What follows belongs to an exercise in optimizing a design on an open flow for small area, a short achievable clock period and few clock cycles; a production flow would make more cautious choices. At most, simulation tests tie the RTL to the original design; equivalence was not proved.

Design bezier_middle_control_solver, start of the top module:
module bezier_middle_control_solver (
   input  logic                  clock,
   input  logic                  reset,
   input  logic                  req_tvalid,
   output logic                  req_tready,
   input  logic [REQ_DATA_W-1:0] req_tdata,
   output logic                  rsp_tvalid,
   input  logic                  rsp_tready,
   output logic [RSP_DATA_W-1:0] rsp_tdata
);
   logic                    s_full, s_take, z0;
   logic [64:0]             uu;
   logic signed [65:0]      g;
   logic signed [ACC_W-1:0] c1;
   logic signed [68:0]      c2;
   logic [32:0]             dpx, dpy, spx, spy;
   logic [36:0]             nqx, nqy;
   logic                    v_idle, h_valid, h_exact, h_zt;
   logic [64:0]             h_nx, h_ny;
   logic [31:0]             h_d;
   logic [T_W-1:0]          h_t;
   logic                    w_idle, w_valid;
   logic [33:0]             w_rx, w_ry, w_sx, w_sy;
   logic [28:0]             w_dv;
   logic [33:0]             w_d3;
   logic [T_W+5:0]          w_flags;
   bmcs_setup u_setup (
      .clock      (clock),
      .reset      (reset),
      .req_tvalid (req_tvalid),
      .req_tready (req_tready),
      .req_tdata  (req_tdata),
      .take       (s_take),
      .full       (s_full),
      .o_uu       (uu),
      .o_g        (g),
      .o_c1       (c1),
      .o_c2       (c2),
      .o_dpx      (dpx),
      .o_dpy      (dpy),
      .o_spx      (spx),
      .o_spy      (spy),
      .o_nqx      (nqx),
      .o_nqy      (nqy),
      .o_z0       (z0)
   );
   bmcs_bisect u_bisect (
      .clock   (clock),
      .reset   (reset),
      .s_full  (s_full),
      .s_take  (s_take),
      .i_uu    (uu),
      .i_g     (g),
      .i_c1    (c1),
      .i_c2    (c2),
      .i_dpx   (dpx),
      .i_dpy   (dpy),
      .i_spx   (spx),
      .i_spy   (spy),
      .i_nqx   (nqx),
      .i_nqy   (nqy),
      .i_z0    (z0),
      .v_idle  (v_idle),
      .h_valid (h_valid),
      .h_nx    (h_nx),
      .h_ny    (h_ny),
      .h_d     (h_d),
      .h_t     (h_t),
      .h_exact (h_exact),
      .h_zt    (h_zt)
   );
   bmcs_divide1 u_divide1 (
      .clock   (clock),
      .reset   (reset),
      .h_valid (h_valid),
      .h_nx    (h_nx),
      .h_ny    (h_ny),
      .h_d     (h_d),
      .h_t     (h_t),
      .h_exact (h_exact),
      .h_zt    (h_zt),
      .v_idle  (v_idle),
  ...
==> flow/config.mk <==
export PLATFORM = sky130hd
export DESIGN_NAME = bezier_middle_control_solver
export DESIGN_NICKNAME = bezier_middle_control_solver
export VERILOG_FILES = /design/flow/design.v
export SDC_FILE = /design/flow/constraint.sdc
export NUM_CORES = 8
export LEC_CHECK = 0
export CAP_MARGIN = 40
export CORE_MARGIN = 2
export CORE_UTILIZATION = 60
export SLEW_MARGIN = 40
export SETUP_SLACK_MARGIN = 8
==> flow/constraint.sdc <==
create_clock -name core_clock -period 15.0 [get_ports {clock}]
set_input_delay 3.0000 -clock core_clock [delete_from_list [all_inputs] [get_ports {clock}]]
set_output_delay 3.0000 -clock core_clock [all_outputs]
set_load 0.01 [all_outputs]
standard.sh (not shown) runs the stock make flow with config.mk's settings and CLKGATE_MAP_FILE= SYNTH_SCRIPT=/design/flow/synth_recipe.tcl, a recipe that flattens the netlist after the stock synthesis.
==> flow/flow/run.sh <==
#!/bin/bash
# Standard layout with a tighter setup target for timing repair.
set -e
echo "export SETUP_SLACK_MARGIN = 8" >> config.mk
bash standard.sh > standard.log 2>&1
Testbench counts at the start, summed over its fixed seeds: cycles 5,648.
Rerun with:
==> flow/flow/run.sh (replaced) <==
#!/bin/bash
# Standard layout with a tighter setup target for timing repair.
set -e
echo "export SETUP_SLACK_MARGIN = 9" >> config.mk
bash standard.sh > standard.log 2>&1
Settings changed: CTS_BUF_LIST from default to sky130_fd_sc_hd__clkbuf_8, SETUP_SLACK_MARGIN 8 to 9.
Clock skew rises by 0.049 ns; synthesized cell count is unchanged; worst hold slack barely changes; wire length goes up by 2.3%; setup slack improved by 0.74 ns.
Rerun with:
Settings changed: CTS_BUF_LIST sky130_fd_sc_hd__clkbuf_8 to default.
Outcome: Global-route usage is about the same. Utilization is higher by 0.14 points. Routed wire length is lower by 0.33%. Clock skew is lower by 0.023 ns. Clock-buffer cell count is lower by 126. Hold slack barely changes. Worst setup slack loses 0.029 ns. Cell count is lower by 1.0%. Fmax is lower by 0.48%. Critical path depth does not change.
Rerun with:
Settings changed: CAP_MARGIN 40 to 20, CTS_BUF_LIST from default to sky130_fd_sc_hd__clkbuf_8, SLEW_MARGIN 40 to 20.
What happened: Core utilization went down by 0.27 points. Worst setup slack is better by 0.0088 ns.

========
## the baseline
bezier_middle_control_solver, a different RTL version from the one above (not shown whole).
For scale: roughly 290 I/O pins, roughly 180000 um^2 of cells after synthesis.
export LEC_CHECK = 0
export CAP_MARGIN = 40
export CORE_MARGIN = 2
export CORE_UTILIZATION = 60
export SLEW_MARGIN = 40
export SETUP_SLACK_MARGIN = 9
create_clock -name core_clock -period 15.0 [get_ports {clock}]
==> flow/flow/run.sh <==
#!/bin/bash
# Standard layout with a tighter setup target for timing repair.
set -e
echo "export SETUP_SLACK_MARGIN = 9" >> config.mk
bash standard.sh > standard.log 2>&1
Testbench counts of the baseline, summed over its fixed seeds: cycles 5,640.
For the candidate, these inputs were changed with respect to the baseline:
# the baseline
export LEC_CHECK = 0
export CAP_MARGIN = 40
export CORE_MARGIN = 2
export CORE_UTILIZATION = 60
export SLEW_MARGIN = 40
export SETUP_SLACK_MARGIN = 9
create_clock -name core_clock -period 15.0 [get_ports {clock}]
# the candidate
export LEC_CHECK = 0
export CAP_MARGIN = 40
export CORE_MARGIN = 2
export CORE_UTILIZATION = 40
export SLEW_MARGIN = 40
export SETUP_SLACK_MARGIN = 9
create_clock -name core_clock -period 15.0 [get_ports {clock}]
## What came out
Area overhead of the layout relative to synthesis: the candidate > the baseline. From the baseline to the candidate the numbers moved as follows: finished layout cell area went up about 4%; total instance count after detailed placement rose by 2070; number of sequential cells in the layout was more or less identical; arrival time reported for the critical path endpoint grew by 60 ps.

========
bezier_middle_control_solver, a different RTL version from the one above (not shown whole).
Size: about 21000 cells after synthesis, ~290 I/O pins.
export LEC_CHECK = 0
export CAP_MARGIN = 40
export CORE_MARGIN = 2
export CORE_UTILIZATION = 60
export CTS_BUF_LIST = sky130_fd_sc_hd__clkbuf_8
export SLEW_MARGIN = 40
export SETUP_SLACK_MARGIN = 9.75
create_clock -name core_clock -period 15.0 [get_ports {clock}]
==> flow/flow/run.sh <==
#!/bin/bash
# Standard layout with a tighter setup target for timing repair.
set -e
echo "export SETUP_SLACK_MARGIN = 9.75" >> config.mk
bash standard.sh > standard.log 2>&1
Testbench counts at the start, summed over its fixed seeds: cycles 5,648.
Then changed:
==> flow/flow/run.sh (replaced) <==
#!/bin/bash
# Standard layout with a tighter setup target for timing repair.
set -e
echo "export SETUP_SLACK_MARGIN = 9.5" >> config.mk
bash standard.sh > standard.log 2>&1
Settings changed: SETUP_SLACK_MARGIN 9.75 to 9.5.
Clock skew is higher by 29 ps.
Wire length fell by 2.3%.
Flip-flop and latch count is unchanged.
Global-route usage is lower by 0.74 points.
Sequential share of layout area rose by 0.74 points.
Final cell count is lower by about 1%.
Setup slack gets worse by 160 ps.
Die area stays the same.
Then changed:
==> flow/flow/run.sh (replaced) <==
#!/bin/bash
# Standard layout with a tighter setup target for timing repair.
set -e
echo "export SETUP_SLACK_MARGIN = 9" >> config.mk
bash standard.sh > standard.log 2>&1
Settings changed: SETUP_SLACK_MARGIN 9.5 to 9, TNS_END_PERCENT set to 10.
Critical path depth is higher by 2. Sequential share of layout area came out higher by 0.73 points. Sequential cell count stays the same. Utilization shrinks by 2.0 points. Final area falls by 2.9%. Clock-buffer cell count rose by 12. Synthesized area does not change. Worst setup slack degrades by 500 ps. Register-to-register slack is worse by 500 ps.
Then changed:
==> flow/flow/run.sh (replaced) <==
#!/bin/bash
# Standard layout with a tighter setup target for timing repair.
set -e
echo "export SETUP_SLACK_MARGIN = 9.5" >> config.mk
bash standard.sh > standard.log 2>&1
Settings changed: CORE_UTILIZATION 60 to 65, SETUP_SLACK_MARGIN 9 to 9.5, TNS_END_PERCENT 10 to unset.
After rerunning: The new run completed without violations. Final area climbs by 2.4%. Clock skew shrinks by 33 ps. First-iteration DRC count grows by 2.7%. Fmax is higher by 8.5%. Global-route usage came out higher by 3.0 points. Register-to-register slack improves by 480 ps. Die area falls by 7.6%. Wire length came out higher by 1.1%. Sequential cell count does not change. Setup slack improved by 480 ps.

========
bezier_middle_control_solver, a different RTL version from the one above (not shown whole).
Size in the first run: ~20000 cells after synthesis, ~2000 flip-flops, about 290 I/O pins.
==> flow/config.mk <==
export PLATFORM = sky130hd
export DESIGN_NAME = bezier_middle_control_solver
export DESIGN_NICKNAME = bezier_middle_control_solver
export VERILOG_FILES = /design/flow/design.v
export SDC_FILE = /design/flow/constraint.sdc
export NUM_CORES = 8
export LEC_CHECK = 0
export CAP_MARGIN = 40
export CORE_MARGIN = 2
export CORE_UTILIZATION = 60
export CTS_BUF_LIST = sky130_fd_sc_hd__clkbuf_8
export SLEW_MARGIN = 40
export SETUP_SLACK_MARGIN = 10
==> flow/constraint.sdc <==
create_clock -name core_clock -period 15.0 [get_ports {clock}]
set_input_delay 3.0000 -clock core_clock [delete_from_list [all_inputs] [get_ports {clock}]]
set_output_delay 3.0000 -clock core_clock [all_outputs]
set_load 0.01 [all_outputs]
==> flow/flow/run.sh <==
#!/bin/bash
# Standard layout with a tighter setup target for timing repair.
set -e
echo "export SETUP_SLACK_MARGIN = 10" >> config.mk
bash standard.sh > standard.log 2>&1
Next try:
==> flow/flow/run.sh (replaced) <==
#!/bin/bash
# Standard layout with a tighter setup target for timing repair.
set -e
echo "export SETUP_SLACK_MARGIN = 9.5" >> config.mk
bash standard.sh > standard.log 2>&1
Settings changed: SETUP_SLACK_MARGIN 10 to 9.5.
The new run produced a clean layout.
Synthesized cell count is unchanged.
Area after synthesis is unchanged.
Global-route usage goes down by 2.2 points.
Next try:
==> flow/flow/run.sh (replaced) <==
#!/bin/bash
# Standard layout with a tighter setup target for timing repair.
set -e
echo "export SETUP_SLACK_MARGIN = 9.75" >> config.mk
bash standard.sh > standard.log 2>&1
Settings changed: SETUP_SLACK_MARGIN 9.5 to 9.75.
Register-to-register slack improves by 0.07 ns.
Clock-buffer cell count came out lower by 42.
Non-clock buffer count rose by 143.
Die area stays the same.
Wire length rose by 0.64%.
Via count came out higher by 1.2%.
Hold slack stays flat.
First-iteration DRC count rises by 4.3%.
Cell count grows by 0.57%.
Utilization grows by 1.3 points.
Next try:
==> flow/flow/run.sh (replaced) <==
#!/bin/bash
# Standard layout with a tighter setup target for timing repair.
set -e
echo "export SETUP_SLACK_MARGIN = 9" >> config.mk
bash standard.sh > standard.log 2>&1
Settings changed: SETUP_SLACK_MARGIN 9.75 to 9.
Effect:
- die area does not change
- routed wire length fell slightly
- setup slack degrades by 0.43 ns
- register-to-register slack degrades by 0.43 ns
- sequential share of layout area rose by 1.1 points
- design area fell by a few percent
- count of clock-buffer cells in the layout rose by 18
- global-route usage fell by 0.14 points
- sequential cell count is unchanged
No functional check of the RTL was part of any run of this note.

static timing again, ports no longer ideal:
The flow's constraints put no driver on any port. The routed layouts listed below were extracted and timed again, unchanged, in two steps.
Step 1 sets driving cells, clkbuf_16 on the clock port and buf_2 on the other inputs (assumed; they add their load-dependent delay and slew).
Step 2 moves the port delays by t, midway between the first and last clock arrival at a register: inputs arrive t later, outputs are due t later. That takes back most of the time a late clock gives input paths.
Three values: no drivers, after step 1, after step 2; two values: the first two.
| run | shift t [ns] | slack for setup (ns) | worst setup path at the end | latest minus earliest clock arrival (ns) | worst data-port slew with drivers (ns) |
|---|---|---|---|---|---|
| the first run of note 1 | 1.051 | 8.094 / 8.094 / 8.094 | register to register | 0.101 / 0.102 | 0.06 |
| the second run of note 1 | 1.246 | 8.832 / 8.832 / 8.832 | register to register | 0.168 / 0.169 | 0.08 |
| the third run of note 1 | 1.042 | 8.803 / 8.803 / 8.803 | register to register | 0.127 / 0.127 | 0.07 |
| the fourth run of note 1 | 1.192 | 8.812 / 8.812 / 8.812 | register to register | 0.125 / 0.125 | 0.07 |
| the baseline | 1.057 | 8.516 / 8.516 / 8.516 | register to register | 0.058 / 0.058 | 0.07 |
| the candidate | 1.079 | 8.283 / 8.283 / 8.283 | register to register | 0.164 / 0.163 | 0.14 |
| the first run of note 3 | 1.198 | 9.511 / 9.511 / 9.511 | register to register | 0.105 / 0.105 | 0.08 |
| the second run of note 3 | 1.215 | 9.347 / 9.347 / 9.015 | input to register | 0.128 / 0.128 | 0.07 |
| the third run of note 3 | 1.214 | 8.843 / 8.843 / 8.715 | input to register | 0.112 / 0.112 | 0.08 |
| the fourth run of note 3 | 1.201 | 9.325 / 9.325 / 9.162 | input to register | 0.088 / 0.088 | 0.08 |
| the first run of note 4 | 1.240 | 9.281 / 9.281 / 9.281 | register to register | 0.102 / 0.102 | 0.12 |
| the second run of note 4 | 1.216 | 9.219 / 9.219 / 9.219 | register to register | 0.089 / 0.089 | 0.12 |
| the third run of note 4 | 1.224 | 9.293 / 9.293 / 9.035 | input to register | 0.098 / 0.099 | 0.12 |
| the fourth run of note 4 | 1.221 | 8.864 / 8.864 / 8.864 | register to register | 0.095 / 0.095 | 0.23 |
After both steps every run listed still meets setup and hold. The setup slack of the second run of note 3, which loses most, moves by 0.000 ns with the drivers and by -0.332 ns with both steps.
